What follows belongs to an exercise in optimizing a design on an open flow for small area, a short achievable clock period and few clock cycles per item; a production flow would make more cautious choices. At most, simulation tests tie the RTL to the original design; equivalence was not proved. Function not checked in run 10: the RTL went through the layout flow alone. Power is estimated from default activity; no workload was simulated.

### constraint.sdc
create_clock -name core_clock -period 5.0 [get_ports {clk}]
set_input_delay 1.0000 -clock core_clock [delete_from_list [all_inputs] [get_ports {clk}]]
set_output_delay 1.0000 -clock core_clock [all_outputs]
set_load 0.01 [all_outputs]
### config.mk
export PLATFORM = sky130hd
export DESIGN_NAME = tdes_dec
export DESIGN_NICKNAME = tdes_dec
export VERILOG_FILES = /design/flow/design.v
export SDC_FILE = /design/flow/constraint.sdc
export NUM_CORES = 4
export LEC_CHECK = 0
export CAP_MARGIN = 20
export CORE_MARGIN = 2
export CORE_UTILIZATION = 40
export SLEW_MARGIN = 20
### run.sh
#!/bin/bash
# synth_recipe.tcl (not shown) runs the flow's synth.tcl, then flattens the netlist and writes it again
# the make line also repeats each setting of config.mk as NAME=value (left out here)
make -C /OpenROAD-flow-scripts/flow DESIGN_CONFIG=/design/flow/config.mk WORK_HOME=/design/flow/orfs CLKGATE_MAP_FILE= SYNTH_SCRIPT=/design/flow/synth_recipe.tcl finish
### design.v
package tdes_pkg;
	localparam int HALF_W  = 64;
	localparam int BLOCK_W = 2 * HALF_W;
	localparam int LANE_W  = 16;
	typedef logic [HALF_W-1:0]  half_t;
	typedef logic [BLOCK_W-1:0] block_t;
	typedef logic [HALF_W-1:0]  key_t;
	typedef logic [LANE_W-1:0]  lane_t;
	localparam int ROUNDS_PER_STAGE = 16;
	localparam int NUM_STAGES       = 3;
	localparam int TOTAL_ROUNDS = NUM_STAGES * ROUNDS_PER_STAGE;
endpackage
package tdes_ctrl_pkg;
	typedef logic hold_t;
endpackage
`timescale 1ns/1ps
module tdes_sequencer (
	input  logic clk,
	input  logic rst,
	input  logic start,
	output logic load,
	output logic ready,
	output logic done
);
	always_ff @(posedge clk) begin
		if (rst) begin
			done <= 1'b0;
		end else if (start) begin
			done <= 1'b1;
		end
	end
	assign ready = 1'b1;
	assign load  = start;
endmodule
`timescale 1ns/1ps
module tdes_key_schedule (
	input  tdes_pkg::key_t ek,
	output tdes_pkg::key_t k_last
);
	assign k_last = ek;
endmodule
`timescale 1ns/1ps
module tdes_feistel_round (
	input  tdes_pkg::block_t ct,
	input  tdes_pkg::key_t   ek1,
	input  tdes_pkg::key_t   ek2,
	input  tdes_pkg::key_t   ek3,
	output tdes_pkg::block_t pt
);
	tdes_pkg::half_t l;
	tdes_pkg::half_t r;
	assign l  = ct[tdes_pkg::BLOCK_W-1 -: tdes_pkg::HALF_W];
	assign r  = ct[tdes_pkg::HALF_W-1:0];
	assign pt = {l ^ r ^ ek1 ^ ek2 ^ ek3, l};
endmodule
`timescale 1ns/1ps
module tdes_result_capture (
	input  logic             clk,
	input  logic             load,
	input  tdes_pkg::block_t pt_in,
	input  tdes_pkg::key_t   k1_in,
	input  tdes_pkg::key_t   k2_in,
	input  tdes_pkg::key_t   k3_in,
	output tdes_pkg::block_t pt,
	output tdes_pkg::key_t   k1,
	output tdes_pkg::key_t   k2,
	output tdes_pkg::key_t   k3
);
	always_ff @(posedge clk) begin
		if (load) begin
			pt <= pt_in;
			k1 <= k1_in;
			k2 <= k2_in;
			k3 <= k3_in;
		end
	end
endmodule
`timescale 1ns/1ps
module tdes_dec (
	input  logic             clk,
	input  logic             rst,
	input  logic             start,
	input  tdes_pkg::key_t   ek1,
	input  tdes_pkg::key_t   ek2,
	input  tdes_pkg::key_t   ek3,
	input  tdes_pkg::block_t ct,
	output logic             ready,
	output logic             done,
	output tdes_pkg::block_t pt,
	output tdes_pkg::key_t   k1,
	output tdes_pkg::key_t   k2,
	output tdes_pkg::key_t   k3
);
	logic             load;
	tdes_pkg::block_t pt_c;
	tdes_pkg::key_t   k1_c;
	tdes_pkg::key_t   k2_c;
	tdes_pkg::key_t   k3_c;
	tdes_sequencer seq0 (
		.clk   (clk),
		.rst   (rst),
		.start (start),
		.load  (load),
		.ready (ready),
		.done  (done)
	);
	tdes_feistel_round round0 (
		.ct  (ct),
		.ek1 (ek1),
		.ek2 (ek2),
		.ek3 (ek3),
		.pt  (pt_c)
	);
	tdes_key_schedule ks1 (.ek(ek1), .k_last(k1_c));
	tdes_key_schedule ks2 (.ek(ek2), .k_last(k2_c));
	tdes_key_schedule ks3 (.ek(ek3), .k_last(k3_c));
	tdes_result_capture cap0 (
		.clk   (clk),
		.load  (load),
		.pt_in (pt_c),
		.k1_in (k1_c),
		.k2_in (k2_c),
		.k3_in (k3_c),
		.pt    (pt),
		.k1    (k1),
		.k2    (k2),
		.k3    (k3)
	);
endmodule
==> out/metrics.yaml, run 1 <==
status: "aborted with a tool error"
haltStage: "3_2_place_iop"
firstError: "[ERROR PPL-0024] Number of IO pins (645) exceeds maximum number of available positions (640). Increase the die perimeter from 714.86um to 877.20um."
yosysUniqueCellTypes: 8
synth_xor_area_share_pct: 20.99
synth_top_family_by_area: "XOR/XNOR gates"
synth_warnings: 2
synth_area_um2: 12210
synth_fa_ha_area_share_pct: 0
fp.dieW_um: 178.7
syn-num-nets: 840
initial_utilization_pct: 40.87
synth_seq_cells: 321
synth-simple-area-share_pct: 0.06148
dieHeight_um: 178.7
rows: 63
ys_seq_area_share_pct: 78.86
avgSynthCellArea_um2: 23.62
syn_inst: 517
synth-compound-area-share_pct: 0
synth_mux_area_share_pct: 0
-- logic make-up after synthesis --
family,after synthesis
flip-flops,321
XOR/XNOR,192
AND/OR/NAND/NOR,2
buffers and inverters,1
other,1
-- cells in the mapped netlist --
library cell  count  area [um2]
xor2_1           64       560.5
conb_1            1       3.750
buf_4             1       7.510
nor2_1            2       7.510
xnor2_1          64       560.5
edfxtp_1        320        9609
dfxtp_1           1       20.02
xnor3_1          64        1441
Testbench counts, summed over its fixed seeds: cycles 192, items 192.
==> inputs of run 2 (changes only) <==
--- a/config.mk
+++ b/config.mk
@@ -7,5 +7,5 @@
 export LEC_CHECK = 0
 export CAP_MARGIN = 20
-export CORE_MARGIN = 2
-export CORE_UTILIZATION = 40
+export CORE_AREA = 5 5 220 220
+export DIE_AREA = 0 0 225 225
 export SLEW_MARGIN = 20
==> out/metrics.yaml, run 2 <==
status: "no timing/DRC/antenna violations"
grt_usage_pct: 14.15
hold_class: "reg -> reg"
post-dp-hpwl_um: 30960
fin_total_pwr_mw: 7.177
max_cap_violations: 0
reg2reg_slack_ps: 4440
netSwitchingPower_mw: 1.619
syn-num-nets: 840
pin_count: 645
async_reset_ff_share_pct: 0
seq_power_share_pct: 46.9
p_int_mw: 5.559
fp.dieArea_um2: 50630
worst_hold_slack_ps: 487.4
synthFlopType: "edfxtp_1"
cts_tree: "built"
drtPass1Iterations: 4
cellPowerDensity_nw_per_um2: 349.6
synth_edf_count: 320
grt_pass1_wl_um: 52670
root_buffer: "clkbuf_16"
fillers: 4072
max_stage_delay_ps: 710
synth-simple-area-share_pct: 0.06148
tns_ps: 0
setup_viol: 0
peakVddDrop_mv: 0.2629
fin_util_pct: 45.04
rows: 78
yosys-top-cells-count: "edfxtp_1 (320), xnor2_1 (64), xnor3_1 (64), xor2_1 (64), nor2_1 (2)"
timing.final.ws_setup_ps: 2322
yosysTopAreaCell: "edfxtp_1"
gp_congestion: 0.7934
synth_seq_cells: 321
core_um2: 45580
grt_setup_unrepaired: "no"
placed_cells: 1764
synth_fa_ha_area_share_pct: 0
finalCritPeriodShare_pct: 53.57
antenna_found_initial: 2
cp_slowest_cell: "clkdlybuf4s50_1"
path_class: "reg -> out"
synth_mux_area_share_pct: 0
power.leakage_nw: 7.619
layout.nets: 1526
ant_nets: 0
initial_utilization_pct: 26.79
p_comb_share_pct: 19.5
yosysMostFrequentCell: "edfxtp_1"
synth_top_family_by_area: "XOR/XNOR gates"
cts_hold_buf: 0
fp.dieW_um: 225
layout_commonest_cell: "clkdlybuf4s50_1"
ys_seq_area_share_pct: 78.86
grt_max_degree: 117
clock_sinks: 321
cts-resized-gates: 0
portBuffers: 643
worstMarginPinSlew_ps: 941.2
clkTransAtPathRegs_ps: 60
wl_per_cell_um: 21.06
insertion_delay_ps: 520
max_slew_margin_pct: 37.25
multi_input_area_um2: 2574
worst-path-max-fanout: 1
grt_pass1_vias: 7797
drc: 0
critical_path_arrival_ps: 1680
regMostFlops: "cap0.pt"
final_cell_mix: "clkdlybuf4s50_1 (642), edfxtp_1 (320), xor2_1 (64), xnor3_1 (64), xnor2_1 (64)"
detailedPlace.worstSlack_ps: 2407
htree_levels: 2
numCtsBuffers: 37
first_iter_violations: 444
dieHeight_um: 225
synth_area_um2: 12210
required_ps: 4000
drive_gt1_share_pct: 3.915
yosysUniqueCellTypes: 8
fmax_mhz: 373.4
slew_violations: 0
dpl-instance-area_um2: 19470
synth_top_area_share_pct: 78.70
critPathBufInv: 1
largest_reg_flops: 128
crit_chain: "clkdlybuf4s50_1"
end_kind: "primary output"
synth-compound-area-share_pct: 0
cp_top_family: "buffers and inverters"
synth_warnings: 2
cts_buffer_depth: 3
switching_share_pct: 22.55
syn_inst: 517
avgSynthCellArea_um2: 23.62
fin_skew_ps: 0
hold_violations: 0
ys_top_cells_by_area: "edfxtp_1 (79%), xnor3_1 (12%), xnor2_1 (4.6%)"
fin_crit_ps: 2678
routed-via-count: 7297
area_delta_synth_final_pct: 68.12
register_area_um2: 9629
final_area_um2: 20530
routed_wl_um: 38490
globalRouteOverflowTotal: 0
worst_setup_path_start_kind: "flop"
synth_xor_area_share_pct: 20.99
viasPerCell: 3.992
fin_cells: 1828
post_cts_buffers: 0
clock_power_share_pct: 33.6
## run 2: worst paths after layout
check | cells past startpoint | from | end
setup / recovery | 1 | cap0.pt[85] | pt[85]
hold / removal | 2 | seq0.done | seq0.done
setup reg to reg | 2 | seq0.done | seq0.done
hold reg to reg | 2 | seq0.done | seq0.done
## run 2: cells by family after synthesis
family / Yosys count
other: 1
XOR/XNOR: 192
AND/OR/NAND/NOR: 2
flip-flops: 321
buffers and inverters: 1
## run 2: power groups by stage
| stage | Sequential [mW] | Combinational [mW] | Clock, mW |
|---|---|---|---|
| 6_report | 3.36 | 1.40 | 2.41 |
| 5_1_grt | 3.39 | 1.47 | 2.61 |
| 4_1_cts | 3.37 | 1.43 | 2.49 |
| 3_5_place_dp | 3.42 | 1.42 | 0 |
| 3_3_place_gp | 3.41 | 1.42 | 0 |
| 2_1_floorplan | 3.56 | 0.294 | 0 |
## run 2: worst register-to-register path, stage by stage (launching register included)
cell     delay [ps]
dfxtp_1         310
nor2_1           90
nor2_1           50
## run 2: cell type report
| class | count | share of cell area (%) |
|---|---|---|
| timing repair buffer | 648 | 31.74 |
| clock inverter | 14 | 0.4206 |
| multi-input combinational | 195 | 12.54 |
| sequential | 321 | 46.91 |
| antenna | 2 | 0.02438 |
| tap | 600 | 3.657 |
| clock buffer | 48 | 4.711 |
## run 2: metal layers
metal / vias to the layer above / global-route usage (%) / part of all wire, %
li1: 3364 / - / -
met1: 3488 / 14.63 / 34
met2: 400 / 25.62 / 52
met3: 43 / 7.099 / 12
met4: 2 / 3.437 / 1.6
met5: - / 0 / 0.034
==> inputs of run 3 (changes only) <==
==> flow/run.sh (new file) <==
#!/bin/bash
# Standard layout, with plain buffers on the ports instead of delay cells.
cp standard.sh standard_sh.txt
export BUFFER_PORTS_ARGS="-buffer_cell sky130_fd_sc_hd__buf_1"
bash standard.sh > standard.log 2>&1
==> standard.sh (new file) <==
#!/bin/bash
# synth_recipe.tcl (not shown) runs the flow's synth.tcl, then flattens the netlist and writes it again
# the make line also repeats each setting of config.mk as NAME=value (left out here)
make -C /OpenROAD-flow-scripts/flow DESIGN_CONFIG=/design/flow/config.mk WORK_HOME=/design/flow/orfs CLKGATE_MAP_FILE= SYNTH_SCRIPT=/design/flow/synth_recipe.tcl "${@:-finish}"
removed: run.sh
==> out/metrics.yaml, run 3 <==
status: "no timing/DRC/antenna violations"
timing.rr.end: "seq0.done"
tns_ps: 0
yosysTopAreaCell: "edfxtp_1"
timing.final.ws_setup_ps: 2794
met2_usage_pct: 22.73
final_area_um2: 16540
rows: 78
grt_pass1_wl_um: 48860
globalRouteOverflowTotal: 0
critPathBufInv: 1
ys_seq_area_share_pct: 78.86
max_slew_margin_pct: 28.52
layout_commonest_cell: "buf_1"
synthFlopType: "edfxtp_1"
ys_top_cells_by_area: "edfxtp_1 (79%), xnor3_1 (12%), xnor2_1 (4.6%)"
cts_hold_buf: 0
fin_crit_ps: 2207
gp_congestion: 0.8648
hold_violations: 0
fin_total_pwr_mw: 6.696
largest_reg_flops: 128
r2r_cells: 2
root_buffer: "clkbuf_16"
finalCritPeriodShare_pct: 44.13
routed_wl_um: 35100
layout.nets: 1529
path_class: "reg -> out"
reg2reg_slack_ps: 4410
detailedPlace.worstSlack_ps: 2237
crit_chain: "buf_1"
synth_area_um2: 12210
core_um2: 45580
yosys-top-cells-count: "edfxtp_1 (320), xnor2_1 (64), xnor3_1 (64), xor2_1 (64), nor2_1 (2)"
cts-resized-gates: 0
async_reset_ff_share_pct: 0
p_comb_share_pct: 13.6
power.leakage_nw: 5.896
critical_path_arrival_ps: 1210
fin_skew_ps: 0
met1_usage_pct: 14.03
first_iter_violations: 400
routed-via-count: 7382
grt_setup_unrepaired: "no"
drive_gt1_share_pct: 4.397
grt_pass1_vias: 7958
netSwitchingPower_mw: 1.582
cellPowerDensity_nw_per_um2: 404.9
fp.dieW_um: 225
syn-num-nets: 840
numCtsBuffers: 34
fp.dieArea_um2: 50630
clock_power_share_pct: 36.0
wl_per_cell_um: 19.20
antenna_found_initial: 2
synth_seq_cells: 321
synth_warnings: 2
seq_power_share_pct: 50.4
clkTransAtPathRegs_ps: 60
cts_buffer_depth: 3
max_cap_violations: 0
cts_tree: "built"
initial_utilization_pct: 26.79
p_int_mw: 5.114
area_delta_synth_final_pct: 35.45
worst-path-max-fanout: 1
synth_edf_count: 320
synth_top_area_share_pct: 78.70
setup_viol: 0
clock_sinks: 321
max_stage_delay_ps: 370
grt_max_degree: 82
end_kind: "primary output"
fmax_mhz: 453.2
syn_inst: 517
rr_startpoint: "seq0.done"
top_usage_layer: "met2"
hold_class: "reg -> reg"
antenna_cells: 0
met3_usage_pct: 5.354
regMostFlops: "cap0.pt"
ant_nets: 0
drc: 0
critical_path.startpoint: "cap0.pt[58]"
final_cell_mix: "buf_1 (642), edfxtp_1 (320), xor2_1 (64), xnor3_1 (64), xnor2_1 (64)"
dieHeight_um: 225
placed_cells: 1770
required_ps: 4000
dpl-instance-area_um2: 15480
yosysMostFrequentCell: "edfxtp_1"
switching_share_pct: 23.63
cp_top_family: "buffers and inverters"
fin_cells: 1828
cp_slowest_cell: "buf_1"
peakVddDrop_mv: 0.3071
insertion_delay_ps: 510
pin_count: 645
grt_usage_pct: 12.74
post_cts_buffers: 0
drtPass1Iterations: 4
post-dp-hpwl_um: 28530
viasPerCell: 4.038
yosysUniqueCellTypes: 8
htree_levels: 2
worst_setup_path_start_kind: "flop"
cp_num_cells: 1
crit_end: "pt[58]"
slew_violations: 0
worstMarginPinSlew_ps: 1072
portBuffers: 643
avgSynthCellArea_um2: 23.62
run 3: cell counts after synthesis:
No cell type changed its count.
run 3: cell families after synthesis:
family                 Yosys count  synth area share [%]
XOR/XNOR                       192                 20.99
buffers and inverters            1               0.06150
other                            1               0.03071
flip-flops                     321                 78.86
AND/OR/NAND/NOR                  2               0.06150
run 3: metal layers:
layer  vias up  share of wire, %
met5         -             0.037
met4         2               2.0
met3        43                11
met2       414                51
met1      3572                35
li1       3351                 -
run 3: area by class of cell:
class	count	area [um2]
Sequential cell	321	9629
Clock buffer	45	955.9
Tap cell	600	750.7
Fill cell	4458	29040
Multi-Input combinational cell	195	2574
Clock inverter	13	105.1
Timing Repair Buffer	654	2525
run 3: how the worst min path moves through the flow:
| stage | from | endpoint | slack, ps | cells after the start |
|---|---|---|---|---|
| floorplan | seq0.done | seq0.done | 500 | 2 |
| global placement | seq0.done | seq0.done | 520 | 2 |
| detailed placement | seq0.done | seq0.done | 510 | 2 |
| CTS | seq0.done | seq0.done | 520 | 2 |
| global route | seq0.done | seq0.done | 580 | 2 |
| finish | seq0.done | seq0.done | 510 | 2 |
run 3: stage by stage:
stage          hold slack (ps)  util, %
2_1_floorplan            502.8        -
3_3_place_gp             521.9    33.96
3_5_place_dp             506.1    33.96
4_1_cts                  522.3    36.29
5_1_grt                  576.3    36.29
6_report                 512.8    36.29
run 3: power by group through the flow:
stage	Clock, mW	Sequential, mW	Combinational, mW
3_3_place_gp	0	3.43	0.918
5_1_grt	2.60	3.40	0.982
4_1_cts	2.50	3.38	0.932
2_1_floorplan	0	3.56	0.294
6_report	2.41	3.37	0.909
3_5_place_dp	0	3.43	0.929
==> inputs of run 4 (changes only) <==
--- a/config.mk
+++ b/config.mk
@@ -9,3 +9,4 @@
 export CORE_AREA = 5 5 220 220
 export DIE_AREA = 0 0 225 225
+export SETUP_SLACK_MARGIN = 3.3
 export SLEW_MARGIN = 20
==> out/metrics.yaml, run 4 <==
critical_path_arrival_ps: 1130
grt_setup_unrepaired: "yes"
top_usage_layer: "met2"
numCtsBuffers: 35
synth_edf_count: 320
fp.dieW_um: 225
slew_violations: 0
clkTransAtPathRegs_ps: 60
drtPass1Iterations: 6
max_stage_delay_ps: 440
fin_skew_ps: 0
end_kind: "primary output"
grt_usage_pct: 13.13
crit_chain: "clkbuf_2"
detailedPlace.worstSlack_ps: 2255
r2r_cells: 2
rr_startpoint: "seq0.done"
reg2reg_slack_ps: 4420
dieHeight_um: 225
power.leakage_nw: 6.807
required_ps: 4000
fillers: 4377
cellPowerDensity_nw_per_um2: 395.1
peakVddDrop_mv: 0.2725
insertion_delay_ps: 520
routed-via-count: 7349
grt_max_degree: 78
final_cell_mix: "buf_1 (337), edfxtp_1 (320), clkbuf_2 (193)"
fin_crit_ps: 2126
synth-compound-area-share_pct: 0
clock_sinks: 321
status: "no timing/DRC/antenna violations"
cts_buffer_depth: 3
tns_ps: 0
routed_wl_um: 35740
syn-num-nets: 840
met1_usage_pct: 14.12
portBuffers: 643
cp_top_family: "flip-flops"
hold_end: "seq0.done"
grt_pass1_wl_um: 49990
grt_pass1_vias: 8054
pin_count: 645
whs_path_depth: 2
gp_congestion: 0.8847
path_class: "reg -> out"
initial_utilization_pct: 26.79
htree_levels: 2
yosys-top-cells-count: "edfxtp_1 (320), xnor2_1 (64), xnor3_1 (64), xor2_1 (64), nor2_1 (2)"
cts_tree: "built"
syn_inst: 517
post-dp-hpwl_um: 28970
async_reset_ff_share_pct: 0
synth-simple-area-share_pct: 0.06148
max_cap_violations: 0
cp_slowest_cell: "edfxtp_1"
synth_area_um2: 12210
synth_fa_ha_area_share_pct: 0
ys_top_cells_by_area: "edfxtp_1 (79%), xnor3_1 (12%), xnor2_1 (4.6%)"
synth_top_family_by_area: "XOR/XNOR gates"
area_delta_synth_final_pct: 39.23
finalCritPeriodShare_pct: 42.53
synthFlopType: "edfxtp_1"
hold_class: "reg -> reg"
drc: 0
ant_nets: 0
synth_warnings: 2
setup_viol: 0
timing.rr.end: "seq0.done"
post_cts_buffers: 0
min_from: "seq0.done"
fp.dieArea_um2: 50630
layout_commonest_cell: "buf_1"
largest_reg_flops: 128
met2_usage_pct: 23.68
yosysMostFrequentCell: "edfxtp_1"
drive_gt1_share_pct: 29.63
cts_hold_buf: 0
yosysUniqueCellTypes: 8
globalRouteOverflowTotal: 0
hold_violations: 0
root_buffer: "clkbuf_16"
first_iter_violations: 400
yosysTopAreaCell: "edfxtp_1"
critPathBufInv: 1
layout.nets: 1530
core_um2: 45580
synth_seq_cells: 321
rows: 78
wl_per_cell_um: 19.48
regMostFlops: "cap0.pt"
synth_mux_area_share_pct: 0
avgSynthCellArea_um2: 23.62
antenna_found_initial: 3
viasPerCell: 4.005
worst_setup_path_start_kind: "flop"
ys_seq_area_share_pct: 78.86
met3_usage_pct: 5.718
worst-path-max-fanout: 1
timing.final.ws_setup_ps: 2874
fmax_mhz: 470.3
synth_top_area_share_pct: 78.70
synth_xor_area_share_pct: 20.99
-- run 4: cell families after synthesis --
kind of cell | count (synthesis)
other | 1
and+or+nand+nor | 2
DFF | 321
xor gates and xnor gates | 192
buffers and inverters | 1
-- run 4: worst max path at each step --
stage,startpoint,end,slack [ps],cells after the start
floorplan,ct[37],cap0.pt[101],3250,2
global placement,start,cap0.k1[48],2320,2
detailed placement,start,cap0.k1[48],2260,2
CTS,cap0.k2[56],k2[56],2800,1
global route,cap0.k1[30],k1[30],2810,1
finish,cap0.k2[56],k2[56],2870,1
-- run 4: per-stage QoR --
stage / std cells / instance area (um2) / power [mW] / hold WS (ps) / utilization [%]
2_1_floorplan: 517 / 12210 / 3.858 / 502.8 / -
3_3_place_gp: 1770 / 15480 / 4.337 / 537.4 / 33.96
3_5_place_dp: 1770 / 15480 / 4.355 / 465.4 / 33.96
4_1_cts: 1832 / 16710 / 6.796 / 490.8 / 36.66
5_1_grt: 1832 / 16990 / 7.013 / 566.5 / 37.28
6_report: 1835 / 17000 / 6.716 / 515.4 / 37.30
-- run 4: layer usage --
| metal | part of all wire (%) | vias up |
|---|---|---|
| met4 | 1.9 | 0 |
| met5 | 0 | - |
| met3 | 11 | 50 |
| met2 | 52 | 414 |
| met1 | 35 | 3514 |
| li1 | - | 3371 |
-- run 4: where the power goes --
part / switching (mW) / internal [mW] / leakage [nW]
Clock: 1.02 / 1.34 / 0.513
Combinational: 0.518 / 0.459 / 3.15
Sequential: 0.0868 / 3.29 / 3.14
Total: 1.62 / 5.09 / 6.81
-- run 4: layout make-up --
cell class,instances,area (um2),share of cell area (%)
multi-input cells,195,2574,15.14
well taps,600,750.7,4.416
diodes,3,7.507,0.04416
flip-flops and latches,321,9630,56.65
repair buffers,654,3002,17.66
clock buffers,41,898.4,5.284
clock inverters,21,137.6,0.8096
-- run 4: what timing repair did --
action	in CTS	in global routing
resized for setup	123	208
setup endpoints to repair	623	321
hold endpoints to repair	0	0
==> inputs of run 5 (changes only) <==
--- a/config.mk
+++ b/config.mk
@@ -8,4 +8,5 @@
 export CAP_MARGIN = 20
 export CORE_AREA = 5 5 220 220
+export CTS_BUF_LIST = sky130_fd_sc_hd__clkbuf_4 sky130_fd_sc_hd__clkbuf_8
 export DIE_AREA = 0 0 225 225
 export SETUP_SLACK_MARGIN = 3.3
==> out/metrics.yaml, run 5 <==
pin_count: 645
finalCritPeriodShare_pct: 43.90
ant_nets: 0
hold_violations: 0
viasPerCell: 4.013
cts_hold_buf: 0
async_reset_ff_share_pct: 0
yosysTopAreaCell: "edfxtp_1"
cts_tree: "built"
required_ps: 4000
synthFlopType: "edfxtp_1"
final_cell_mix: "buf_1 (337), edfxtp_1 (320), clkbuf_2 (193)"
slew_violations: 0
htree_levels: 2
crit_end: "pt[21]"
grt_pass1_wl_um: 50250
power.leakage_nw: 6.828
worst-path-max-fanout: 1
gp_congestion: 0.8847
ys_top_cells_by_area: "edfxtp_1 (79%), xnor3_1 (12%), xnor2_1 (4.6%)"
routed-via-count: 7485
critical_path.startpoint: "cap0.pt[21]"
grt_pass1_vias: 8170
synth_warnings: 2
cp_slowest_cell: "edfxtp_1"
rr_startpoint: "seq0.done"
final_area_um2: 16980
drc: 0
timing.rr.end: "seq0.done"
synth_edf_count: 320
fin_util_pct: 37.26
max_cap_violations: 0
critical_path_arrival_ps: 1190
drive_gt1_share_pct: 31.30
first_iter_violations: 336
yosysUniqueCellTypes: 8
status: "no timing/DRC/antenna violations"
largest_reg_flops: 128
fin_skew_ps: 0
dpl-instance-area_um2: 15480
syn_inst: 517
synth_seq_cells: 321
grt_usage_pct: 13.21
setup_viol: 0
max_stage_delay_ps: 440
layout.nets: 1548
fp.dieW_um: 225
avgSynthCellArea_um2: 23.62
globalRouteOverflowTotal: 0
insertion_delay_ps: 580
worst_setup_path_start_kind: "flop"
layout_commonest_cell: "buf_1"
critPathBufInv: 1
cp_num_cells: 1
antenna_found_initial: 3
reg2reg_slack_ps: 4430
area_delta_synth_final_pct: 39.09
numCtsBuffers: 53
cp_top_family: "flip-flops"
hold_class: "reg -> reg"
grt_setup_unrepaired: "yes"
yosysMostFrequentCell: "edfxtp_1"
ys_seq_area_share_pct: 78.86
fp.dieArea_um2: 50630
core_um2: 45580
dieHeight_um: 225
root_buffer: "clkbuf_8"
drtPass1Iterations: 4
synth_area_um2: 12210
synth_top_area_share_pct: 78.70
syn-num-nets: 840
post-dp-hpwl_um: 28970
cellPowerDensity_nw_per_um2: 387.8
wl_per_cell_um: 19.30
cts_buffer_depth: 3
routed_wl_um: 36000
regMostFlops: "cap0.pt"
fillers: 4399
tns_ps: 0
post_cts_buffers: 0
end_kind: "primary output"
initial_utilization_pct: 26.79
rows: 78
grt_max_degree: 78
yosys-top-cells-count: "edfxtp_1 (320), xnor2_1 (64), xnor3_1 (64), xor2_1 (64), nor2_1 (2)"
fmax_mhz: 455.6
clock_sinks: 321
path_class: "reg -> out"
clkTransAtPathRegs_ps: 60
crit_chain: "buf_1"
fin_crit_ps: 2195
r2r_cells: 2
portBuffers: 643
peakVddDrop_mv: 0.2395
fin_total_pwr_mw: 6.586
-- run 5: how the worst min path moves through the flow --
stage                   start   endpoint  slack [ps]  cells past startpoint
floorplan           seq0.done  seq0.done         500                      2
finish              seq0.done  seq0.done         500                      2
global route              rst  seq0.done         540                      2
detailed placement  seq0.done  seq0.done         470                      2
CTS                 seq0.done  seq0.done         490                      2
global placement    seq0.done  seq0.done         540                      2
-- run 5: per-stage QoR --
step / hold WS [ps] / setup WS (ps) / std cells
6_report: 504.5 / 2805 / 1865
4_1_cts: 492.5 / 2707 / 1862
3_5_place_dp: 465.4 / 2255 / 1770
3_3_place_gp: 537.4 / 2315 / 1770
5_1_grt: 538.1 / 2728 / 1862
2_1_floorplan: 502.8 / 3250 / 517
-- run 5: timing repair --
item,CTS,global route
pin swaps,0,0
resized for setup,123,208
setup endpoints to repair,587,321
-- run 5: cells by family after synthesis --
family                 after synthesis  share of synthesized area [%]
flip-flops                         321                          78.86
AND/OR/NAND/NOR                      2                        0.06150
other                                1                        0.03071
buffers and inverters                1                        0.06150
XOR/XNOR                           192                          20.99
-- run 5: where the power goes --
part	leakage (nW)	internal (mW)	switching, mW	total, mW
clock network	0.533	1.23	0.999	2.23
registers	3.14	3.29	0.0873	3.38
logic	3.15	0.459	0.519	0.978
-- run 5: tightest hold or removal path, cell delays in order, from the launching register on --
cell and delay, ps:
dfxtp_2 320, nor2_1 90, nor2_1 50
-- run 5: cell type report --
type	instances	area, um2	share of cell area, %
clock inverter	21	138.9	0.8177
multi-input combinational	195	2574	15.15
antenna	3	7.507	0.04420
timing repair buffer	654	3005	17.70
sequential	321	9630	56.70
clock buffer	71	877.1	5.164
tap	600	750.7	4.420
-- run 5: per-layer routing --
layer / track usage, % / wire length (um)
met5: 0 / 0
met4: 3.929 / 600
met3: 5.953 / 4328
met2: 23.65 / 18800
met1: 14.03 / 12270
==> inputs of run 6 (changes only) <==
--- a/config.mk
+++ b/config.mk
@@ -8,5 +8,7 @@
 export CAP_MARGIN = 20
 export CORE_AREA = 5 5 220 220
-export CTS_BUF_LIST = sky130_fd_sc_hd__clkbuf_4 sky130_fd_sc_hd__clkbuf_8
+export CTS_BUF_LIST = sky130_fd_sc_hd__clkbuf_8
+export CTS_CLUSTER_DIAMETER = 60
+export CTS_CLUSTER_SIZE = 20
 export DIE_AREA = 0 0 225 225
 export SETUP_SLACK_MARGIN = 3.3
==> out/metrics.yaml, run 6 <==
grt_usage_pct: 12.83
antenna_found_initial: 3
routed_wl_um: 35510
fin_total_pwr_mw: 5.902
grt_setup_unrepaired: "yes"
rr_startpoint: "seq0.done"
layout.nets: 1521
cp_slowest_cell: "edfxtp_1"
initial_utilization_pct: 26.79
grt_pass1_wl_um: 49310
peakVddDrop_mv: 0.2455
critPathBufInv: 1
worst_setup_path_start_kind: "flop"
timing.final.ws_setup_ps: 2775
end_kind: "primary output"
layout_commonest_cell: "buf_1"
synth_edf_count: 320
synth_seq_cells: 321
fin_crit_ps: 2225
fin_skew_ps: 0
largest_reg_flops: 128
htree_levels: 1
cts_tree: "built"
synth-compound-area-share_pct: 0
yosysMostFrequentCell: "edfxtp_1"
detailedPlace.worstSlack_ps: 2255
synth_mux_area_share_pct: 0
syn_inst: 517
timing.rr.end: "seq0.done"
grt_max_degree: 78
finalCritPeriodShare_pct: 44.49
fmax_mhz: 449.5
ant_nets: 0
max_cap_violations: 0
gp_congestion: 0.8847
viasPerCell: 4.019
synth_top_family_by_area: "XOR/XNOR gates"
max_stage_delay_ps: 460
met1_usage_pct: 13.99
fin_util_pct: 36.27
synthFlopType: "edfxtp_1"
critical_path_arrival_ps: 1220
cellPowerDensity_nw_per_um2: 357.0
cp_top_family: "flip-flops"
worst-path-max-fanout: 1
post_cts_buffers: 0
wl_per_cell_um: 19.50
path_class: "reg -> out"
drtPass1Iterations: 4
cts_hold_buf: 0
clock_sinks: 321
setup_viol: 0
insertion_delay_ps: 590
synth_top_area_share_pct: 78.70
whs_path_depth: 2
core_um2: 45580
synth_area_um2: 12210
async_reset_ff_share_pct: 0
synth-simple-area-share_pct: 0.06148
ys_seq_area_share_pct: 78.86
regMostFlops: "cap0.pt"
min_from: "seq0.done"
slew_violations: 0
ys_top_cells_by_area: "edfxtp_1 (79%), xnor3_1 (12%), xnor2_1 (4.6%)"
final_cell_mix: "buf_1 (337), edfxtp_1 (320), clkbuf_2 (193)"
numCtsBuffers: 26
post-dp-hpwl_um: 28970
required_ps: 4000
hold_class: "reg -> reg"
synth_fa_ha_area_share_pct: 0
pin_count: 645
met3_usage_pct: 4.872
portBuffers: 643
yosysTopAreaCell: "edfxtp_1"
met2_usage_pct: 23.52
top_usage_layer: "met2"
rows: 78
avgSynthCellArea_um2: 23.62
area_delta_synth_final_pct: 35.38
drive_gt1_share_pct: 29.72
cts_buffer_depth: 3
status: "no timing/DRC/antenna violations"
fillers: 4412
yosysUniqueCellTypes: 8
root_buffer: "clkbuf_8"
r2r_cells: 2
reg2reg_slack_ps: 4410
grt_pass1_vias: 7930
yosys-top-cells-count: "edfxtp_1 (320), xnor2_1 (64), xnor3_1 (64), xor2_1 (64), nor2_1 (2)"
hold_violations: 0
globalRouteOverflowTotal: 0
synth_warnings: 2
clkTransAtPathRegs_ps: 110
dieHeight_um: 225
fp.dieArea_um2: 50630
power.leakage_nw: 6.601
crit_chain: "clkbuf_2"
routed-via-count: 7319
fp.dieW_um: 225
first_iter_violations: 332
hold_end: "seq0.done"
tns_ps: 0
syn-num-nets: 840
drc: 0
synth_xor_area_share_pct: 20.99
## run 6: timing repair
| action | 4_1_cts | 5_1_grt |
|---|---|---|
| hold endpoints to repair | 0 | 0 |
| endpoints found under the setup margin | 587 | 321 |
| pin swaps | 0 | 0 |
| resized for setup | 122 | 211 |
## run 6: worst max-delay path by stage
stage	from	slack (ps)	cells after the start	endpoint
final	cap0.pt[56]	2780	1	pt[56]
after global routing	cap0.pt[21]	2700	1	pt[21]
after CTS	cap0.k2[56]	2700	1	k2[56]
after detailed placement	start	2260	2	cap0.k1[48]
after global placement	start	2320	2	cap0.k1[48]
after floorplan	ct[37]	3250	2	cap0.pt[101]
## run 6: per-stage QoR
stage / hold slack [ps] / std cells / area [um2]
floorplan: 502.8 / 517 / 12210
global placement: 537.4 / 1770 / 15480
detailed placement: 465.4 / 1770 / 15480
CTS: 494.3 / 1818 / 16230
global route: 537.3 / 1818 / 16520
finish: 524.3 / 1821 / 16530
## run 6: metal layers
metal	vias up	wire length [um]	part of all wire (%)
li1	3338	-	-
met1	3523	12250	35
met2	419	18590	52
met3	39	4031	11
met4	0	638	1.8
met5	-	0	0
## run 6: final cells by class
| cell class | instances | area (um2) | share of cell area [%] |
|---|---|---|---|
| clock inverters | 20 | 175.2 | 1.060 |
| clock buffers | 28 | 385.4 | 2.331 |
| well taps | 600 | 750.7 | 4.541 |
| diodes | 3 | 7.507 | 0.04541 |
| flip-flops and latches | 321 | 9630 | 58.26 |
| repair buffers | 654 | 3008 | 18.20 |
| multi-input cells | 195 | 2574 | 15.57 |
## run 6: cells by family (layout without fill, tap and decap cells)
| family | Yosys count | count (layout) |
|---|---|---|
| flip-flops | 321 | 321 |
| other | 1 | 4 |
| AND/OR/NAND/NOR | 2 | 2 |
| XOR/XNOR | 192 | 192 |
| buffers and inverters | 1 | 702 |
## run 6: worst min-delay path, stage by stage, from the launching register on
cell and delay, ps:
dfxtp_2 350, nor2_1 90, nor2_1 50
## run 6: where the power goes
part	total, mW	switching (mW)	internal, mW	leakage [nW]
Clock	1.55	0.972	0.582	0.305
Sequential	3.37	0.0869	3.28	3.14
Combinational	0.979	0.519	0.460	3.16
==> inputs of run 7 (changes only) <==
--- a/config.mk
+++ b/config.mk
@@ -8,7 +8,6 @@
 export CAP_MARGIN = 20
 export CORE_AREA = 5 5 220 220
-export CTS_BUF_LIST = sky130_fd_sc_hd__clkbuf_8
-export CTS_CLUSTER_DIAMETER = 60
-export CTS_CLUSTER_SIZE = 20
+export CTS_CLUSTER_DIAMETER = 80
+export CTS_CLUSTER_SIZE = 24
 export DIE_AREA = 0 0 225 225
 export SETUP_SLACK_MARGIN = 3.3
==> out/metrics.yaml, run 7 <==
initial_utilization_pct: 26.79
worst_hold_slack_ps: 523.1
synthFlopType: "edfxtp_1"
final_cell_mix: "buf_1 (337), edfxtp_1 (320), clkbuf_2 (193)"
wl_per_cell_um: 19.63
synth_area_um2: 12210
ys_top_cells_by_area: "edfxtp_1 (79%), xnor3_1 (12%), xnor2_1 (4.6%)"
switching_share_pct: 24.51
grt_setup_unrepaired: "yes"
yosysTopAreaCell: "edfxtp_1"
area_delta_synth_final_pct: 35.52
cts_hold_buf: 0
clock_sinks: 321
peakVddDrop_mv: 0.3009
worst-path-max-fanout: 1
reg2reg_slack_ps: 4410
p_comb_share_pct: 16.4
clock_power_share_pct: 27.2
fmax_mhz: 468.3
synth_warnings: 2
grt_pass1_vias: 7831
max_stage_delay_ps: 460
grt_pass1_wl_um: 49110
numCtsBuffers: 18
crit_end: "k2[56]"
status: "no timing/DRC/antenna violations"
power.leakage_nw: 6.567
cts_tree: "built"
portBuffers: 643
required_ps: 4000
rows: 78
htree_levels: 1
post-dp-hpwl_um: 28970
crit_chain: "clkbuf_2"
setup_viol: 0
r2r_cells: 2
slew_violations: 0
cellPowerDensity_nw_per_um2: 361.1
routed_wl_um: 35390
first_iter_violations: 329
async_reset_ff_share_pct: 0
layout.nets: 1513
dieHeight_um: 225
pin_count: 645
max_cap_violations: 0
rr_startpoint: "seq0.done"
critical_path.startpoint: "cap0.k2[56]"
seq_power_share_pct: 56.4
drive_gt1_share_pct: 28.58
placed_cells: 1770
avgSynthCellArea_um2: 23.62
syn_inst: 517
grt_max_degree: 78
grt_usage_pct: 12.77
fin_cells: 1803
insertion_delay_ps: 520
cp_top_family: "flip-flops"
fin_util_pct: 36.31
gp_congestion: 0.8847
tns_ps: 0
regMostFlops: "cap0.pt"
synth_seq_cells: 321
ys_seq_area_share_pct: 78.86
ant_nets: 0
largest_reg_flops: 128
path_class: "reg -> out"
yosysUniqueCellTypes: 8
drc: 0
routed-via-count: 7280
fin_crit_ps: 2135
cp_num_cells: 1
fin_skew_ps: 0
synth_top_area_share_pct: 78.70
netSwitchingPower_mw: 1.465
end_kind: "primary output"
yosys-top-cells-count: "edfxtp_1 (320), xnor2_1 (64), xnor3_1 (64), xor2_1 (64), nor2_1 (2)"
p_int_mw: 4.511
fp.dieW_um: 225
finalCritPeriodShare_pct: 42.71
antenna_found_initial: 3
worst_setup_path_start_kind: "flop"
cts_buffer_depth: 3
critical_path_arrival_ps: 1140
hold_class: "reg -> reg"
clkTransAtPathRegs_ps: 90
viasPerCell: 4.038
critPathBufInv: 1
fp.dieArea_um2: 50630
globalRouteOverflowTotal: 0
hold_violations: 0
timing.rr.end: "seq0.done"
drtPass1Iterations: 4
syn-num-nets: 840
cp_slowest_cell: "edfxtp_1"
layout_commonest_cell: "buf_1"
core_um2: 45580
fillers: 4391
yosysMostFrequentCell: "edfxtp_1"
root_buffer: "clkbuf_16"
synth_edf_count: 320
[run 7: cell counts after synthesis]
Identical to the previous run, type by type.
[run 7: stage by stage]
| stage | cell area (um2) | total power [mW] | setup slack [ps] |
|---|---|---|---|
| after floorplan | 12210 | 3.858 | 3250 |
| after global placement | 15480 | 4.337 | 2315 |
| after detailed placement | 15480 | 4.355 | 2255 |
| after CTS | 16240 | 6.031 | 2811 |
| after global routing | 16540 | 6.227 | 2804 |
| final | 16550 | 5.975 | 2865 |
[run 7: cell families (layout without fill, tap and decap cells)]
group,after synthesis,in the layout,synth area share [%]
and+or+nand+nor,2,2,0.06150
xor gates and xnor gates,192,192,20.99
DFF,321,321,78.86
buffers and inverters,1,684,0.06150
other,1,4,0.03071
[run 7: cell type report]
class                   instances  area [um2]  area share [%]
clock buffers                  24       494.2           2.987
flip-flops and latches        321        9630           58.20
clock inverters                 6       78.83          0.4764
repair buffers                654        3012           18.20
diodes                          3       7.507         0.04537
well taps                     600       750.7           4.537
multi-input cells             195        2574           15.55
[run 7: how the worst min path moves through the flow]
stage / start / endpoint / slack, ps / cells after the start
finish: seq0.done / seq0.done / 520 / 2
global placement: seq0.done / seq0.done / 540 / 2
floorplan: seq0.done / seq0.done / 500 / 2
CTS: seq0.done / seq0.done / 500 / 2
detailed placement: seq0.done / seq0.done / 470 / 2
global route: seq0.done / seq0.done / 570 / 2
[run 7: power groups by stage]
stage | combinational (mW) | sequential, mW | clock, mW
global route | 1.05 | 3.39 | 1.79
detailed placement | 0.921 | 3.43 | 0
finish | 0.978 | 3.37 | 1.63
CTS | 0.954 | 3.37 | 1.70
floorplan | 0.294 | 3.56 | 0
global placement | 0.912 | 3.43 | 0
[run 7: per-layer routing]
layer	share of wire, %	global-route usage [%]	routed length, um	vias up
met5	0	0	0	-
met4	1.8	2.514	624	0
met3	11	5.054	4008	23
met2	53	23.57	18590	426
met1	34	13.95	12170	3521
li1	-	-	-	3310
[run 7: repair_timing]
action,4_1_cts,5_1_grt
endpoints found under the setup margin,596,321
resized for setup,123,209
hold endpoints to repair,0,0
cloned,0,0
buffers inserted,0,0
[run 7: tightest hold or removal path, stage by stage, from the launching register on]
cell	delay (ps)
dfxtp_2	340
nor2_1	100
nor2_1	50
==> inputs of run 8 (changes only) <==
==> flow/run.sh (replaced) <==
#!/bin/bash
# Standard layout, with plain buffers on the ports instead of delay cells
# and a clock tree without dummy loads.
cp standard.sh standard_sh.txt
export BUFFER_PORTS_ARGS="-buffer_cell sky130_fd_sc_hd__buf_1"
export CTS_ARGS="-sink_clustering_enable -repair_clock_nets -sink_clustering_size 24 -sink_clustering_max_diameter 80 -dont_use_dummy_load"
bash standard.sh > standard.log 2>&1
--- a/config.mk
+++ b/config.mk
@@ -6,8 +6,7 @@
 export NUM_CORES = 4
 export LEC_CHECK = 0
+export ABC_AREA = 1
 export CAP_MARGIN = 20
 export CORE_AREA = 5 5 220 220
-export CTS_CLUSTER_DIAMETER = 80
-export CTS_CLUSTER_SIZE = 24
 export DIE_AREA = 0 0 225 225
 export SETUP_SLACK_MARGIN = 3.3
==> out/metrics.yaml, run 8 <==
status: "no timing/DRC/antenna violations"
routed_wl_um: 40330
cp_slowest_cell: "edfxtp_1"
clock_sinks: 321
final_cell_mix: "nand2_1 (363), buf_1 (338), edfxtp_1 (320)"
rr_startpoint: "seq0.done"
synth_area_um2: 13700
synth_seq_cells: 321
critical_path_arrival_ps: 1130
wl_per_cell_um: 16.16
hold_violations: 0
worst_hold_slack_ps: 574.5
grt_pass1_wl_um: 58570
synth_mux_area_share_pct: 0
clkTransAtPathRegs_ps: 90
ant_nets: 0
timing.rr.end: "seq0.done"
fmax_mhz: 468.5
dieHeight_um: 225
synth-compound-area-share_pct: 0
tns_ps: 0
regMostFlops: "cap0.pt"
seq_power_share_pct: 57.0
clock_power_share_pct: 26.4
setup_viol: 0
cp_num_cells: 1
synth_fa_ha_area_share_pct: 0
ys_seq_area_share_pct: 70.26
hold_class: "reg -> reg"
netSwitchingPower_mw: 1.508
power.leakage_nw: 8.434
max_cap_violations: 0
yosysUniqueCellTypes: 11
switching_share_pct: 25.93
synth_warnings: 2
end_kind: "primary output"
r2r_cells: 3
viasPerCell: 4.275
async_reset_ff_share_pct: 0
ys_top_cells_by_area: "edfxtp_1 (70%), nand2_1 (9.9%), inv_1 (5.8%)"
fillers: 4482
peakVddDrop_mv: 0.2541
placed_cells: 2473
grt_setup_unrepaired: "yes"
rows: 78
drc: 0
insertion_delay_ps: 520
routed-via-count: 10666
area_delta_synth_final_pct: 31.35
fin_total_pwr_mw: 5.817
cts_tree: "built"
synthFlopType: "edfxtp_1"
drive_gt1_share_pct: 24.55
crit_end: "k2[52]"
grt_pass1_vias: 10510
reg2reg_slack_ps: 4310
antenna_found_initial: 2
cp_top_family: "flip-flops"
portBuffers: 643
cts_hold_buf: 0
critical_path.startpoint: "cap0.k2[52]"
post-dp-hpwl_um: 33380
initial_utilization_pct: 30.07
htree_levels: 1
fp.dieW_um: 225
numCtsBuffers: 20
grt_usage_pct: 14.72
largest_reg_flops: 128
synth_xor_area_share_pct: 4.090
worst_setup_path_start_kind: "flop"
synth_edf_count: 320
yosys-top-cells-count: "nand2_1 (363), edfxtp_1 (320), inv_1 (213)"
p_comb_share_pct: 16.6
yosysTopAreaCell: "edfxtp_1"
syn_inst: 1221
globalRouteOverflowTotal: 0
synth_top_family_by_area: "simple AND/OR/NAND/NOR gates"
max_stage_delay_ps: 440
fin_skew_ps: 0
syn-num-nets: 1544
drtPass1Iterations: 5
fin_crit_ps: 2134
core_um2: 45580
critPathBufInv: 1
cellPowerDensity_nw_per_um2: 323.1
cts_buffer_depth: 3
worst-path-max-fanout: 1
synth_top_area_share_pct: 70.12
p_int_mw: 4.308
avgSynthCellArea_um2: 11.22
required_ps: 4000
pin_count: 645
synth-simple-area-share_pct: 18.55
fin_cells: 2495
layout_commonest_cell: "nand2_1"
crit_chain: "clkbuf_2"
root_buffer: "clkbuf_16"
gp_congestion: 0.8817
first_iter_violations: 551
layout.nets: 2219
path_class: "reg -> out"
slew_violations: 0
grt_max_degree: 93
yosysMostFrequentCell: "nand2_1"
finalCritPeriodShare_pct: 42.69
fp.dieArea_um2: 50630
-- run 8: changes by cell type after synthesis --
cell / before / now
inv_1: 0 / 213
nand2_1: 0 / 363
nand3_1: 0 / 128
xnor3_1: 64 / 0
inv_2: 0 / 43
nand2_2: 0 / 85
xnor2_1: 64 / 0
-- run 8: kinds of logic (layout without fill, tap and decap cells) --
| logic type | after synthesis | after routing |
|---|---|---|
| and+or+nand+nor | 578 | 578 |
| other | 1 | 2 |
| xor gates and xnor gates | 64 | 64 |
| buffers and inverters | 257 | 930 |
| DFF | 321 | 321 |
-- run 8: layout make-up --
type	count	area, um2	share of cell area, %
clock buffers	20	500.5	2.780
diodes	1	2.502	0.01390
multi-input cells	643	3107	17.26
flip-flops and latches	321	9630	53.50
well taps	600	750.7	4.170
repair buffers	654	3049	16.94
inverters	256	960.9	5.338
-- run 8: stage by stage --
step	setup slack, ps	utilization [%]	instance area, um2
global route	2806	39.49	18000
finish	2866	39.50	18000
floorplan	3441	-	13700
global placement	2314	37.22	16970
CTS	2814	38.79	17680
detailed placement	2283	37.22	16970
-- run 8: metal layers --
layer	wire [um]	track usage, %
met1	14430	15.95
met2	21270	27.85
met3	3522	4.468
met4	1096	3.791
met5	13	0
-- run 8: power groups by stage --
stage               sequential, mW  combinational, mW  clock, mW
finish                        3.31              0.966       1.54
global route                  3.33               1.07       1.70
CTS                           3.31              0.938       1.60
detailed placement            3.37              0.902          0
global placement              3.37              0.882          0
floorplan                     3.49              0.287          0
-- run 8: repair_timing --
action	CTS	global route
buffers inserted	1	0
endpoints found under the setup margin	594	321
resized for setup	121	223
-- run 8: how the worst min path moves through the flow --
stage / start / to / slack [ps] / cells past startpoint
3_3_place_gp: seq0.done / seq0.done / 490 / 2
4_1_cts: seq0.done / seq0.done / 580 / 3
2_1_floorplan: seq0.done / seq0.done / 500 / 2
5_1_grt: seq0.done / seq0.done / 620 / 3
3_5_place_dp: seq0.done / seq0.done / 490 / 2
6_report: seq0.done / seq0.done / 570 / 3
==> inputs of run 9 (changes only) <==
==> flow/run.sh (replaced) <==
#!/bin/bash
# Standard layout, with plain buffers on the ports instead of delay cells
# and pins one track apart so that the die can be small.
cp standard.sh standard_sh.txt
export BUFFER_PORTS_ARGS="-buffer_cell sky130_fd_sc_hd__buf_1"
export PLACE_PINS_ARGS="-min_distance 1 -min_distance_in_tracks"
bash standard.sh > standard.log 2>&1
--- a/config.mk
+++ b/config.mk
@@ -6,8 +6,9 @@
 export NUM_CORES = 4
 export LEC_CHECK = 0
-export ABC_AREA = 1
 export CAP_MARGIN = 20
-export CORE_AREA = 5 5 220 220
-export DIE_AREA = 0 0 225 225
+export CORE_AREA = 5 5 175 175
+export CTS_CLUSTER_DIAMETER = 80
+export CTS_CLUSTER_SIZE = 24
+export DIE_AREA = 0 0 180 180
 export SETUP_SLACK_MARGIN = 3.3
 export SLEW_MARGIN = 20
==> out/metrics.yaml, run 9 <==
status: "no timing/DRC/antenna violations"
end_kind: "primary output"
yosys-top-cells-count: "edfxtp_1 (320), xnor2_1 (64), xnor3_1 (64), xor2_1 (64), nor2_1 (2)"
core_um2: 28630
cp_top_family: "flip-flops"
hold_violations: 0
largest_reg_flops: 128
dieHeight_um: 180
fin_crit_ps: 2058
synth_area_um2: 12210
post_cts_buffers: 0
portBuffers: 643
setup_viol: 0
syn-num-nets: 840
reg2reg_slack_ps: 4430
synth_xor_area_share_pct: 20.99
worst-path-max-fanout: 1
synth_top_area_share_pct: 78.70
avgSynthCellArea_um2: 23.62
tns_ps: 0
rows: 62
fin_skew_ps: 0
finalCritPeriodShare_pct: 41.17
synth_mux_area_share_pct: 0
antenna_found_initial: 5
fp.dieArea_um2: 32400
routed_wl_um: 31760
max_cap_violations: 0
final_cell_mix: "buf_1 (342), edfxtp_1 (320), clkbuf_2 (150)"
peakVddDrop_mv: 0.2355
hold_class: "reg -> reg"
layout_commonest_cell: "buf_1"
drive_gt1_share_pct: 27.53
min_from: "seq0.done"
required_ps: 4000
globalRouteOverflowTotal: 0
grt_pass1_wl_um: 45930
root_buffer: "clkbuf_16"
ys_top_cells_by_area: "edfxtp_1 (79%), xnor3_1 (12%), xnor2_1 (4.6%)"
drtPass1Iterations: 4
fp.dieW_um: 180
whs_path_depth: 2
r2r_cells: 2
post-dp-hpwl_um: 25220
synth_warnings: 2
cts_tree: "built"
async_reset_ff_share_pct: 0
synth-simple-area-share_pct: 0.06148
grt_max_degree: 81
timing.rr.end: "seq0.done"
grt_setup_unrepaired: "yes"
critPathBufInv: 1
hold_end: "seq0.done"
crit_chain: "buf_6"
numCtsBuffers: 17
ant_nets: 0
wl_per_cell_um: 20.13
insertion_delay_ps: 480
placed_cells: 1548
cts_hold_buf: 0
yosysTopAreaCell: "edfxtp_1"
yosysMostFrequentCell: "edfxtp_1"
layout.nets: 1507
cellPowerDensity_nw_per_um2: 355.9
synth_seq_cells: 321
routed-via-count: 7343
initial_utilization_pct: 42.66
yosysUniqueCellTypes: 8
synth_top_family_by_area: "XOR/XNOR gates"
regMostFlops: "cap0.pt"
synth_edf_count: 320
grt_usage_pct: 18.44
grt_pass1_vias: 7736
syn_inst: 517
max_stage_delay_ps: 410
critical_path_arrival_ps: 1060
pin_count: 645
viasPerCell: 4.653
first_iter_violations: 346
area_delta_synth_final_pct: 32.34
htree_levels: 1
drc: 0
fin_util_pct: 56.45
synthFlopType: "edfxtp_1"
ys_seq_area_share_pct: 78.86
cts_buffer_depth: 3
worst_setup_path_start_kind: "flop"
synth_fa_ha_area_share_pct: 0
clkTransAtPathRegs_ps: 90
gp_congestion: 0.8600
fin_total_pwr_mw: 5.751
path_class: "reg -> out"
fin_cells: 1578
cp_slowest_cell: "edfxtp_1"
clock_sinks: 321
synth-compound-area-share_pct: 0
fmax_mhz: 485.8
slew_violations: 0
rr_startpoint: "seq0.done"
power.leakage_nw: 6.492
## run 9: changes by cell type in the layout (fill, tap and decap cells not counted), sizes merged, moves of 45 or more
cell	previous run	this run
xnor2	0	64
clkbuf	217	172
nand2	448	0
nand3	128	0
inv	256	0
xnor3	0	64
## run 9: final cells by class
class,count,area (um2)
clock buffers,21,440.4
diodes,6,15.01
well taps,384,480.5
multi-input cells,195,2574
clock inverters,2,21.27
flip-flops and latches,321,9630
repair buffers,649,2998
fillers,2377,12470
## run 9: report_power, final
group	total (mW)	internal (mW)	switching, mW
sequential	3.35	3.28	0.0672
clock	1.42	0.632	0.792
combinational	0.979	0.461	0.518
total	5.75	4.37	1.38
## run 9: what timing repair did
item | in CTS | in global routing
setup endpoints to repair | 586 | 347
gates cloned | 1 | 0
gates resized for setup | 161 | 168
## run 9: worst max-delay path by stage
stage,start,end,slack [ps],depth (start not counted)
CTS,cap0.k1[10],k1[10],2900,1
global placement,start,cap0.k3[23],2340,2
finish,cap0.k3[20],k3[20],2940,1
global route,cap0.k1[10],k1[10],2880,1
detailed placement,start,cap0.k1[42],2340,2
floorplan,ct[37],cap0.pt[101],3250,2
## run 9: logic make-up (layout without fill, tap and decap cells)
kind of cell | after synthesis | in the layout
other cells | 1 | 7
xor+xnor | 192 | 192
flops | 321 | 321
buf+inv | 1 | 672
simple gates | 2 | 2
## run 9: stage by stage
stage	hold slack [ps]	area, um2	worst slack (ps)
after CTS	500.5	15900	2904
final	497.6	16160	2942
after floorplan	502.8	12210	3250
after global placement	472.4	15160	2335
after detailed placement	482.5	15160	2336
after global routing	515.5	16160	2882
## run 9: routing by layer
metal	up-vias	global-route usage (%)	share of wire, %
met5	-	0	0
met4	0	10.61	6.1
met3	98	8.428	12
met2	486	30.90	49
met1	3454	19.15	32
li1	3305	-	-
==> inputs of run 10 (changes only) <==
--- a/design.v
+++ b/design.v
@@ -93,8 +93,4 @@
 );
 	logic             load;
-	tdes_pkg::block_t pt_c;
-	tdes_pkg::key_t   k1_c;
-	tdes_pkg::key_t   k2_c;
-	tdes_pkg::key_t   k3_c;
 	tdes_sequencer seq0 (
 		.clk   (clk),
@@ -105,25 +101,29 @@
 		.done  (done)
 	);
-	tdes_feistel_round round0 (
-		.ct  (ct),
-		.ek1 (ek1),
-		.ek2 (ek2),
-		.ek3 (ek3),
-		.pt  (pt_c)
-	);
-	tdes_key_schedule ks1 (.ek(ek1), .k_last(k1_c));
-	tdes_key_schedule ks2 (.ek(ek2), .k_last(k2_c));
-	tdes_key_schedule ks3 (.ek(ek3), .k_last(k3_c));
+	tdes_pkg::block_t ct_q;
+	tdes_pkg::key_t   ek1_q;
+	tdes_pkg::key_t   ek2_q;
+	tdes_pkg::key_t   ek3_q;
 	tdes_result_capture cap0 (
 		.clk   (clk),
 		.load  (load),
-		.pt_in (pt_c),
-		.k1_in (k1_c),
-		.k2_in (k2_c),
-		.k3_in (k3_c),
-		.pt    (pt),
-		.k1    (k1),
-		.k2    (k2),
-		.k3    (k3)
+		.pt_in (ct),
+		.k1_in (ek1),
+		.k2_in (ek2),
+		.k3_in (ek3),
+		.pt    (ct_q),
+		.k1    (ek1_q),
+		.k2    (ek2_q),
+		.k3    (ek3_q)
 	);
+	tdes_feistel_round round0 (
+		.ct  (ct_q),
+		.ek1 (ek1_q),
+		.ek2 (ek2_q),
+		.ek3 (ek3_q),
+		.pt  (pt)
+	);
+	tdes_key_schedule ks1 (.ek(ek1_q), .k_last(k1));
+	tdes_key_schedule ks2 (.ek(ek2_q), .k_last(k2));
+	tdes_key_schedule ks3 (.ek(ek3_q), .k_last(k3));
 endmodule
==> run.sh (new file) <==
#!/bin/bash
# synth_recipe.tcl (not shown) runs the flow's synth.tcl, then flattens the netlist and writes it again
# the make line also repeats each setting of config.mk as NAME=value (left out here)
make -C /OpenROAD-flow-scripts/flow DESIGN_CONFIG=/design/flow/config.mk WORK_HOME=/design/flow/orfs CLKGATE_MAP_FILE= SYNTH_SCRIPT=/design/flow/synth_recipe.tcl finish
==> config.mk (replaced) <==
export PLATFORM = sky130hd
export DESIGN_NAME = tdes_dec
export DESIGN_NICKNAME = tdes_dec
export VERILOG_FILES = /design/flow/design.v
export SDC_FILE = /design/flow/constraint.sdc
export NUM_CORES = 4
export LEC_CHECK = 0
export CAP_MARGIN = 20
export CORE_MARGIN = 2
export CORE_UTILIZATION = 40
export SLEW_MARGIN = 20
removed: flow/run.sh
removed: standard.sh
==> out/metrics.yaml, run 10 <==
antenna_found_initial: 17
drc: 0
hold_violations: 0
max_cap_violations: 0
required_ps: 4000
initial_utilization_pct: 40.43
max_slew_margin_pct: 44.70
regMostFlops: "cap0.pt"
async_reset_ff_share_pct: 0
avgSynthCellArea_um2: 21.84
worst-path-max-fanout: 2
synth_area_um2: 12690
synth_warnings: 2
routed-via-count: 7437
root_buffer: "clkbuf_16"
fin_skew_ps: 0
ys_seq_area_share_pct: 75.87
setup_viol: 0
max_stage_delay_ps: 670
routed-wl-met2_um: 22300
grt_setup_unrepaired: "no"
ant_nets: 0
numCtsBuffers: 37
core_um2: 31390
tns_ps: 0
insertion_delay_ps: 500
yosysTopAreaCell: "edfxtp_1"
status: "no timing/DRC/antenna violations"
synth_seq_cells: 321
clkTransAtPathRegs_ps: 50
cts_buffer_depth: 3
route.top_layer_used: "met5"
fmax_mhz: 322.2
timing.rr.end: "seq0.done"
synth_edf_count: 320
peakVddDrop_mv: 0.3056
clock_sinks: 321
hold_class: "reg -> reg"
grt_usage_pct: 25.34
yosysUniqueCellTypes: 8
gp_congestion: 0.9034
grt_max_degree: 103
area_delta_synth_final_pct: 60.82
post_cts_buffers: 0
syn_inst: 581
synth_top_area_share_pct: 75.72
pin_count: 645
crit_chain: "xnor3_1, xnor2_1, clkdlybuf4s50_1"
power.leakage_nw: 7.677
synthFlopType: "edfxtp_1"
grt_pass1_wl_um: 57570
htree_levels: 2
cellPowerDensity_nw_per_um2: 385.5
rows: 65
end_kind: "primary output"
critical_path_arrival_ps: 2100
portBuffers: 643
worstMarginPinSlew_ps: 829.4
wl_per_cell_um: 26.23
final_cell_mix: "clkdlybuf4s50_1 (642), edfxtp_1 (320), xor2_1 (64), xnor3_1 (64), xnor2_1 (64)"
cts_tree: "built"
dieHeight_um: 182.1
worst_setup_path_start_kind: "flop"
viasPerCell: 4.543
met1_length_um: 13560
met3_length_um: 5104
fp.dieW_um: 182.1
yosys-top-cells-count: "edfxtp_1 (320), buf_4 (65), xnor2_1 (64), xnor3_1 (64), xor2_1 (64)"
whs_path_depth: 2
fp.dieArea_um2: 33170
rr_startpoint: "seq0.done"
cts_hold_buf: 0
layout.nets: 1524
syn-num-nets: 904
path_class: "reg -> out"
drtPass1Iterations: 4
largest_reg_flops: 128
layout_commonest_cell: "clkdlybuf4s50_1"
grt_pass1_vias: 7708
ys_top_cells_by_area: "edfxtp_1 (76%), xnor3_1 (11%), xnor2_1 (4.4%)"
r2r_cells: 2
yosysMostFrequentCell: "edfxtp_1"
post-dp-hpwl_um: 34900
cts-resized-gates: 0
routed_wl_um: 42930
slew_violations: 0
fin_util_pct: 65.01
reg2reg_slack_ps: 4430
globalRouteOverflowTotal: 0
cp_slowest_cell: "clkdlybuf4s50_1"
fin_crit_ps: 3104
min_from: "seq0.done"
finalCritPeriodShare_pct: 62.08
drive_gt1_share_pct: 4.312
hold_end: "seq0.done"
first_iter_violations: 354
run 10: cell types whose count changed after synthesis, sizes merged:
cell  change
buf      +64
run 10: worst max path at each step:
stage | start | to | depth (start not counted)
2_1_floorplan | cap0.k3[61] | pt[125] | 2
3_3_place_gp | start | cap0.k3[38] | 2
3_5_place_dp | start | cap0.k2[53] | 2
4_1_cts | cap0.pt[115] | pt[115] | 3
5_1_grt | cap0.pt[70] | pt[70] | 3
6_report | cap0.pt[80] | pt[80] | 3
run 10: routing by layer:
layer,vias up,GRT usage (%)
met4,20,10.74
met2,401,44.99
li1,3343,-
met1,3562,24.92
met3,111,12.71
met5,-,0
run 10: kinds of logic after synthesis:
logic type                count (synthesis)  synth area share (%)
DFF                                     321                 75.88
xor gates and xnor gates                192                 20.19
buffers and inverters                    65                 3.845
and+or+nand+nor                           2               0.05918
other                                     1               0.02955
run 10: worst max-delay path: cells and delay by family (launching register included):
kind	cells	cell delay, ps
flip-flops	1	410
buffers and inverters	1	670
XOR/XNOR	2	510
run 10: layout make-up:
class                   instances  area, um2
fillers                      2260      10980
well taps                     402      503.0
flip-flops and latches        321       9629
repair buffers                646       6489
diodes                          6      15.01
clock inverters                16      178.9
clock buffers                  51       1021
multi-input cells             195       2574
run 10: stage by stage:
step                total power, mW  instance area, um2  hold slack (ps)  std cells  worst slack, ps
floorplan                     4.073               12690            502.8        581             2952
global placement              5.238               19190            459.3       1564             2378
detailed placement            5.246               19190            484.5       1564             2379
CTS                           7.956               20390            497.4       1631             1861
global route                  8.136               20410            546.1       1636             1815
finish                        7.867               20410            488.9       1637             1896
run 10: where the power goes:
part | leakage, nW | switching (mW) | internal (mW)
clock | 0.581 | 1.06 | 1.64
combinational | 3.96 | 0.692 | 1.14
sequential | 3.14 | 0.132 | 3.21
total | 7.68 | 1.88 | 5.98

## port drivers added, routing unchanged
How much do the figures lean on ideal ports? The routed layouts below were timed once more, with nothing changed but the port constraints. Step 1 sets driving cells, clkbuf_16 on the clock port and buf_2 on the other inputs (assumed; they add their load-dependent delay and slew). Step 2, shift: input delay + t, output delay - t, t = (earliest + latest rising clock arrival at the registers) / 2. This alone moves slack from input paths to output paths. Slacks: ideal / step 1 / step 2; pairs: ideal / step 1.
run | shift t [ns] | setup slack, ns | hold WS [ns]
run 2 | 0.567 | 2.322 / 2.272 / 2.381 | 0.487 / 0.487 / 0.487
run 3 | 0.559 | 2.793 / 2.746 / 2.270 | 0.513 / 0.513 / 0.513
run 4 | 0.571 | 2.874 / 2.819 / 2.743 | 0.515 / 0.515 / 0.515
run 5 | 0.625 | 2.805 / 2.755 / 2.764 | 0.505 / 0.505 / 0.505
run 6 | 0.645 | 2.775 / 2.724 / 2.742 | 0.524 / 0.524 / 0.524
run 7 | 0.569 | 2.865 / 2.809 / 2.739 | 0.523 / 0.523 / 0.523
run 8 | 0.564 | 2.866 / 2.816 / 2.729 | 0.574 / 0.574 / 0.574
run 9 | 0.530 | 2.942 / 2.898 / 2.793 | 0.498 / 0.498 / 0.498
run 10 | 0.560 | 1.896 / 1.847 / 2.352 | 0.489 / 0.489 / 0.489
After both steps every run listed still meets setup and hold. The setup slack of run 3, which loses most, moves by -0.047 ns with the drivers and by -0.523 ns with both steps.
